From an optimization exercise on the open Yosys and OpenROAD flow, aimed at small area and few clock cycles; shortcuts taken in it are not production practice. In this exercise RTL edits were held to simulation tests only and were not proved equivalent to the original.

==> run B: inputs <==
==> flow/design.v <==
package hsv_pkg;
    localparam int CHAN_W = 8;
    localparam int STEP_W = 68;    
    typedef struct packed {
        logic        v;     
        logic [7:0]  hi;    
        logic [7:0]  dm;    
        logic [7:0]  rs;    
        logic [7:0]  rh;    
        logic        hp;    
        logic [1:0]  r3;    
        logic [15:0] qs;    
        logic [15:0] qh;    
    } step_t;
endpackage
module hsv_prep (
    input  logic                in_valid,
    input  logic [7:0]          red,
    input  logic [7:0]          green,
    input  logic [7:0]          blue,
    output logic [hsv_pkg::STEP_W-1:0] out_bits
);
    hsv_pkg::step_t out;
    assign out_bits = out;
    logic       ge_rg, ge_gb, ge_br, eq_rg, eq_gb, eq_br, ge_rb;
    logic       sec_r, sec_g;
    logic       down;           
    logic [7:0] hi, mid, lo, xa, xb;
    logic [2:0] k;
    always_comb begin
        ge_rg = (red >= green);
        ge_gb = (green >= blue);
        ge_br = (blue >= red);
        eq_rg = (red == green);
        eq_gb = (green == blue);
        eq_br = (blue == red);
        ge_rb = !ge_br || eq_br;
        sec_r = ge_rg && ge_rb;
        sec_g = !sec_r && ge_gb;
        if (sec_r) begin
            hi = red;
            if (ge_gb) begin mid = green; lo = blue;  down = 1'b0; k = 3'd0; end
            else       begin mid = blue;  lo = green; down = 1'b1; k = 3'd5; end
        end else if (sec_g) begin
            hi = green;
            if (ge_br) begin
                mid = blue; lo = red;
                down = eq_gb;
                k    = eq_gb ? 3'd3 : 3'd2;
            end else begin
                mid = red; lo = blue; down = 1'b1; k = 3'd1;
            end
        end else begin
            hi = blue;
            if (ge_rg) begin mid = red;   lo = green; down = 1'b0; k = 3'd4; end
            else       begin mid = green; lo = red;   down = 1'b1; k = 3'd3; end
        end
        xa = down ? hi  : mid;
        xb = down ? mid : lo;
        out.v  = in_valid;
        out.hi = hi;
        out.dm = hi + ~lo;
        out.rs = out.dm;
        out.qs = '0;
        out.rh = xa - xb;
        out.hp = 1'b0;
        out.r3 = (k >= 3'd3) ? 2'(k - 3'd3) : k[1:0];
        out.qh = {15'd0, (k >= 3'd3)};
    end
endmodule
module hsv_div #(
    parameter int STEP = 0
) (
    input  logic [hsv_pkg::STEP_W-1:0] in_bits,
    output logic [hsv_pkg::STEP_W-1:0] out_bits
);
    hsv_pkg::step_t in, out;
    assign in       = in_bits;
    assign out_bits = out;
    logic       sbit;
    logic [8:0] st, ht;
    logic [9:0] sdf, hdf;
    logic       sfit, hfit;
    logic [2:0] t3;
    logic       hb;
    always_comb begin
        sbit = (STEP < 8) ? 1'b1 : !in.dm[15 - STEP];
        out  = in;
        st   = {in.rs, sbit};
        sdf  = {1'b0, st} - {2'b0, in.hi};
        sfit = !sdf[9];
        out.rs = sfit ? sdf[7:0] : st[7:0];
        out.qs = {in.qs[14:0], sfit};
        if (STEP < 15) begin
            ht   = {in.rh, 1'b0};
            hdf  = {1'b0, ht} + {2'b11, ~in.dm};
            hfit = !hdf[9];
            out.rh = hfit ? hdf[7:0] : ht[7:0];
            out.hp = hfit;
        end
        if (STEP > 0) begin
            t3   = {in.r3, in.hp};
            hb   = (t3 >= 3'd3);
            out.r3 = hb ? 2'(t3 - 3'd3) : t3[1:0];
            out.qh = {in.qh[14:0], hb};
        end
    end
endmodule
module rgb_to_hsv_converter_unit #(
    parameter logic [16:0] REG_AT = 17'b00100100010001001
) (
    input  logic        aclk,
    input  logic        aresetn,
    input  logic        s_tvalid,
    output logic        s_tready,
    input  logic [23:0] s_tdata,    
    output logic        m_tvalid,
    input  logic        m_tready,
    output logic [39:0] m_tdata     
);
    logic [16:0][hsv_pkg::STEP_W-1:0] pos;   
    logic [16:0][hsv_pkg::STEP_W-1:0] src;   
    hsv_pkg::step_t        last;
    logic           en;
    hsv_prep u_prep (
        .in_valid (s_tvalid),
        .red      (s_tdata[7:0]),
        .green    (s_tdata[15:8]),
        .blue     (s_tdata[23:16]),
        .out_bits (pos[0])
    );
    for (genvar p = 0; p <= 16; p++) begin : g_pos
        if (p > 0) begin : g_step
            hsv_div #(.STEP(p - 1)) u_step (.in_bits(src[p-1]), .out_bits(pos[p]));
        end
        if (REG_AT[p]) begin : g_reg
            hsv_pkg::step_t nxt;
            logic           v_reg;
            logic [hsv_pkg::STEP_W-2:0] data_reg;
            assign nxt = pos[p];
            always_ff @(posedge aclk) begin
                if (!aresetn) begin
                    v_reg <= 1'b0;
                end else if (en) begin
                    v_reg <= nxt.v;
                end
            end
            always_ff @(posedge aclk) begin
                if (en) begin
                    data_reg <= nxt[hsv_pkg::STEP_W-2:0];
                end
            end
            assign src[p] = {v_reg, data_reg};
        end else begin : g_wire
            assign src[p] = pos[p];
        end
    end
    logic grey;
    assign last     = src[16];
    assign grey     = (last.dm == 8'hFF);
    assign m_tvalid = last.v;
    assign en       = m_tready || !m_tvalid;
    assign s_tready = en;
    assign m_tdata  = {last.hi,
                       grey ? 16'd0 : last.qs,
                       last.qh};
endmodule
==> flow/flow/run.sh <==
#!/bin/bash
set -euo pipefail
export SYNTH_OPERATIONS_ARGS="-nofsm"
export BUFFER_PORTS_ARGS="-buffer_cell sky130_fd_sc_hd__buf_2"
export RECOVER_POWER=100
bash standard.sh ADDER_MAP_FILE= ABC_DRIVER_CELL=sky130_fd_sc_hd__buf_4 finish > standard.log 2>&1
==> flow/standard.sh <==
#!/bin/bash
# synth_recipe.tcl (not shown) runs the flow's synth.tcl, then flattens the netlist and writes it again
# the make line also repeats each setting of config.mk as NAME=value (left out here)
make -C /OpenROAD-flow-scripts/flow DESIGN_CONFIG=/design/flow/config.mk WORK_HOME=/design/flow/orfs CLKGATE_MAP_FILE= SYNTH_SCRIPT=/design/flow/synth_recipe.tcl "${@:-finish}"
==> flow/config.mk <==
export PLATFORM = sky130hd
export DESIGN_NAME = rgb_to_hsv_converter_unit
export DESIGN_NICKNAME = rgb_to_hsv_converter_unit
export VERILOG_FILES = /design/flow/design.v
export SDC_FILE = /design/flow/constraint.sdc
export NUM_CORES = 4
export LEC_CHECK = 0
export ABC_AREA = 1
export CAP_MARGIN = 20
export CORE_MARGIN = 2
export CORE_UTILIZATION = 40
export SETUP_SLACK_MARGIN = -0.4
export SLEW_MARGIN = 20
==> flow/constraint.sdc <==
create_clock -name core_clock -period 5.0 [get_ports {aclk}]
set_input_delay 1.0000 -clock core_clock [delete_from_list [all_inputs] [get_ports {aclk}]]
set_output_delay 1.0000 -clock core_clock [all_outputs]
set_load 0.01 [all_outputs]
==> inputs of run K, as changes to run B <==
--- a/flow/design.v
+++ b/flow/design.v
@@ -107,7 +107,7 @@
     end
 endmodule
 module rgb_to_hsv_converter_unit #(
-    parameter logic [16:0] REG_AT = 17'b00100100010001001
+    parameter logic [16:0] REG_AT = 17'b00100100100100101
 ) (
     input  logic        aclk,
     input  logic        aresetn,
==> flow/flow/run.sh (replaced) <==
#!/bin/bash
set -euo pipefail
export SYNTH_OPERATIONS_ARGS="-nofsm"
export BUFFER_PORTS_ARGS="-buffer_cell sky130_fd_sc_hd__buf_2"
export SKIP_INCREMENTAL_REPAIR=1
bash standard.sh ABC_DRIVER_CELL=sky130_fd_sc_hd__buf_4 finish > standard.log 2>&1
Settings changed: SETUP_SLACK_MARGIN -0.4 to not set.
==> out/qor.yml <==
run_status:
  layout.failed_checks: "negative setup slack"
  status: "complete, but fails checks"
timing:
  setup_viol: 2
  fin_ws_ns: -0.01235
global_routing:
  grtUsageMet3_pct: 1.886
floorplanning:
  core_mm2: 0.05403
cells_and_area:
  multi_input_area_mm2: 0.01163
clock_network:
  htree_levels: 2
[end of results for run K]
==> out/qor.yml <==
logic_synthesis:
  synth_cell_types: 64
floorplanning:
  core_mm2: 0.05266
timing:
  fin_ws_ns: 0.1787
  setup_viol: 0
worst_setup_path:
  r2r_cells: 30
run_status:
  status: "finished clean"
global_routing:
  grtUsageMet3_pct: 1.645
clock_network:
  htree_levels: 1
[end of results for run B]
Testbench counts of run B, summed over its fixed seeds: cycles 32,808.
Testbench counts of run K, summed over its fixed seeds: cycles 32,816.

-- port drivers added, routing unchanged --
In the flow no input, the clock included, has a driving cell. The finished layouts below were timed again as built, in two steps. Step 1, drivers: a clkbuf_16 drives aclk and a buf_2 each remaining input, both assumed. Step 2 moves the port delays by t, midway between the first and last clock arrival at a register: inputs arrive t later, outputs are due t later. That takes back most of the time a late clock gives input paths. a / b / c = no drivers / after step 1 / after step 2; a / b = the first two.
| run | t, ns | setup slack, ns | hold WS [ns] | latest minus earliest clock arrival (ns) | pins driven straight from the clock port |
|---|---|---|---|---|---|
| run B | 0.621 | 0.179 / 0.179 / 0.179 | 0.415 / 0.415 / 0.415 | 0.014 / 0.015 | 1 |
| run K | 0.562 | -0.012 / -0.012 / -0.012 | 0.413 / 0.413 / 0.413 | 0.032 / 0.031 | 1 |
